This design comes from an exercise in tuning for small area, a short achievable clock period and few clock cycles on the open sky130 flow, not from production work. In this exercise RTL edits were held to simulation tests only and were not proved equivalent to the original. Power is estimated from default activity; no workload was simulated.

## job 3812
==> flow/design.v (excerpt) <==
module adc_scan_block_averager_core #(
  parameter int MAX_SLOTS = 8,
  parameter int CODE_BITS = 12
) (
  input  logic        clk,
  input  logic        rst_n,
  input  logic        in_valid,
  output logic        in_ready,
  input  logic [1:0]  in_opcode,
  input  logic [11:0] in_adc_code,
  output logic        out_valid,
  input  logic        out_ready,
  output logic [1:0]  out_kind,
  output logic [2:0]  out_slot,
  output logic [2:0]  out_chan,
  output logic [11:0] out_avg_code,
  output logic [27:0] out_microvolts,
  output logic        out_last,
  input  logic        cfg_we,
  input  logic [2:0]  cfg_index,
  input  logic [23:0] cfg_wdata
);
==> flow/config.mk <==
export PLATFORM = sky130hd
export DESIGN_NAME = adc_scan_block_averager_core
export DESIGN_NICKNAME = adc_scan_block_averager_core
export VERILOG_FILES = /design/flow/design.v
export SDC_FILE = /design/flow/constraint.sdc
export NUM_CORES = 4
export LEC_CHECK = 0
export CAP_MARGIN = 20
export CORE_MARGIN = 2
export CORE_UTILIZATION = 50
export CTS_CLUSTER_DIAMETER = 80
export CTS_CLUSTER_SIZE = 30
export SETUP_SLACK_MARGIN = 2.0
export SLEW_MARGIN = 20
==> flow/constraint.sdc <==
create_clock -name core_clock -period 7.0 [get_ports {clk}]
set_input_delay 1.4000 -clock core_clock [delete_from_list [all_inputs] [get_ports {clk}]]
set_output_delay 1.4000 -clock core_clock [all_outputs]
set_load 0.01 [all_outputs]
run.sh (not shown) runs the stock make flow with config.mk's settings and CLKGATE_MAP_FILE= SYNTH_SCRIPT=/design/flow/synth_recipe.tcl, a recipe that flattens the netlist after the stock synthesis.
Having completed the whole flow, job 3812 delivered a layout that passed the timing, DRC and antenna checks.
Testbench counts of job 3812, summed over its fixed seeds: cycles 9,084.
[inputs] job 5555 vs job 3812
diff --git a/flow/config.mk b/flow/config.mk
--- a/flow/config.mk
+++ b/flow/config.mk
@@ -11,3 +11,3 @@
 export CTS_CLUSTER_DIAMETER = 80
-export CTS_CLUSTER_SIZE = 30
+export CTS_CLUSTER_SIZE = 28
 export SETUP_SLACK_MARGIN = 2.0
### Flow results
On headroom to the max-slew limit: between job 3812 and job 5555, it ends up higher for job 5555.
Taking job 3812 as the reference, in job 5555 wire length flat; setup slack has increased; average routed wire per standard cell shows an increase of about 0.36%.
The global-route usage on job 5555 is in line with that on job 3812.
Met1 layer usage reported by global route delta (job 5555 -> job 3812): insignificant
Job 5555 vs job 3812: total design power up in job 5555
Number of vias after detailed routing of job 5555 is on par with job 3812.
Diff job 3812..job 5555 | synthesized instance count | unchanged
Job 5555 does better than job 3812 on highest clock rate.
In summary, job 5555 completed successfully, with a layout that passed the timing, DRC and antenna checks.
The following lists how job 5462 was set up differently from job 5555:
diff --git a/flow/config.mk b/flow/config.mk
--- a/flow/config.mk
+++ b/flow/config.mk
@@ -10,4 +10,2 @@
 export CORE_UTILIZATION = 50
-export CTS_CLUSTER_DIAMETER = 80
-export CTS_CLUSTER_SIZE = 28
 export SETUP_SLACK_MARGIN = 2.0
Findings:
Looking only at global-route usage over all layers, and setting everything else aside, the higher value of job 5462 and job 5555 goes to job 5462.
On worst hold slack: between job 5462 and job 5555, it ends up higher for job 5555.
Row total length of routed wires: job 5462 higher / job 5555 lower
| leakage component of the power | job 5462 vs job 5555 | worse |
Total power: job 5462 vs job 5555 up 17%
On net switching power, job 5462 does worse than job 5555.
Comparing job 5462 and job 5555, the lower worst setup slack was measured on job 5462.
Combinational share of power down 0.9 points in job 5462 wrt job 5555
The wire length on met2 of job 5462 exceeds that of job 5555 by 610 um.
Between job 5555 and job 5462, the flow reports first-pass GRT wire length increasing slightly.
NOTE: total power density per cell area in job 5462 exceeds that of job 5555

* * *

adc_scan_block_averager_core again, from the RTL that the note above started with.
==> flow/config.mk <==
export PLATFORM = sky130hd
export DESIGN_NAME = adc_scan_block_averager_core
export DESIGN_NICKNAME = adc_scan_block_averager_core
export VERILOG_FILES = /design/flow/design.v
export SDC_FILE = /design/flow/constraint.sdc
export NUM_CORES = 4
export LEC_CHECK = 0
export CAP_MARGIN = 20
export CORE_MARGIN = 2
export CORE_UTILIZATION = 50
export CTS_CLUSTER_DIAMETER = 80
export CTS_CLUSTER_SIZE = 24
export SETUP_SLACK_MARGIN = 2.0
export SLEW_MARGIN = 20
export TNS_END_PERCENT = 10
==> flow/constraint.sdc <==
create_clock -name core_clock -period 7.0 [get_ports {clk}]
set_input_delay 1.4000 -clock core_clock [delete_from_list [all_inputs] [get_ports {clk}]]
set_output_delay 1.4000 -clock core_clock [all_outputs]
set_load 0.01 [all_outputs]
Testbench counts at the start, summed over its fixed seeds: cycles 9,084.
Then changed:
--- a/flow/config.mk
+++ b/flow/config.mk
@@ -7,2 +7,3 @@
 export LEC_CHECK = 0
+export ABC_AREA = 1
 export CAP_MARGIN = 20
@@ -14,2 +15 @@
 export SLEW_MARGIN = 20
-export TNS_END_PERCENT = 10
=> Wire length is higher by 12%. Flip-flop and latch count is unchanged. Setup slack is better by 200 ps. Total power is higher by 4.0%. Register-to-register slack is better by 30 ps. Non-clock buffer count is lower by 2. Clock skew is higher by 11 ps.
Then changed:
--- a/flow/config.mk
+++ b/flow/config.mk
@@ -7,3 +7,2 @@
 export LEC_CHECK = 0
-export ABC_AREA = 1
 export CAP_MARGIN = 20
@@ -11,5 +10,3 @@
 export CORE_UTILIZATION = 50
-export CTS_CLUSTER_DIAMETER = 80
-export CTS_CLUSTER_SIZE = 24
-export SETUP_SLACK_MARGIN = 2.0
+export SETUP_SLACK_MARGIN = 2.5
 export SLEW_MARGIN = 20
Wire length went down by 7.6%.
Synthesized area barely changes.
Sequential share of layout area falls by 2.7 points.
Sequential cell count is unchanged.
Worst setup slack is better by 220 ps.
Design area rises by 6.9%.
Maximum frequency rises by 4.5%.
Via count falls by 7.5%.
Then changed:
--- a/flow/config.mk
+++ b/flow/config.mk
@@ -7,6 +7,8 @@
 export LEC_CHECK = 0
-export CAP_MARGIN = 20
+export CAP_MARGIN = 10
 export CORE_MARGIN = 2
 export CORE_UTILIZATION = 50
-export SETUP_SLACK_MARGIN = 2.5
-export SLEW_MARGIN = 20
+export CTS_CLUSTER_DIAMETER = 80
+export CTS_CLUSTER_SIZE = 24
+export SETUP_SLACK_MARGIN = 2.0
+export SLEW_MARGIN = 10
Outcome: Hold slack stays flat; flip-flop and latch count is unchanged; wire length drops by 3.4%.

afterwards: timing with drivers on the ports:
How much do the figures lean on ideal ports? The routed layouts below were timed once more, with nothing changed but the port constraints.
Step 1: set_driving_cell puts a clkbuf_16 on clk and a buf_2 on each other input, an assumption about the parent block.
Step 2 times the ports against the registers' clock, not the clock port: input delays grow and output delays shrink by t, the midpoint of the rising clock arrivals with the driver on.
Slacks: ideal ports / drivers / drivers and shift; pairs: ideal ports / drivers.
| run | shift t [ns] | setup slack, ns | worst setup path after step 2 |
|---|---|---|---|
| job 3812 | 0.692 | 2.095 / 2.070 / 1.555 | input to register |
| job 5555 | 0.691 | 2.111 / 2.067 / 1.550 | input to register |
| job 5462 | 0.718 | 2.100 / 2.057 / 1.520 | input to register |
| the first run of note 2 | 0.691 | 1.810 / 1.736 / 1.442 | input to register |
| the second run of note 2 | 0.722 | 2.010 / 1.979 / 1.794 | input to register |
| the third run of note 2 | 0.731 | 2.226 / 2.226 / 1.975 | input to register |
| the fourth run of note 2 | 0.684 | 2.115 / 2.051 / 1.554 | input to register |
After both steps setup and hold are still met in every run listed. For job 5462, which loses most, drivers alone change the setup slack by -0.043 ns; drivers and shift together by -0.580 ns.
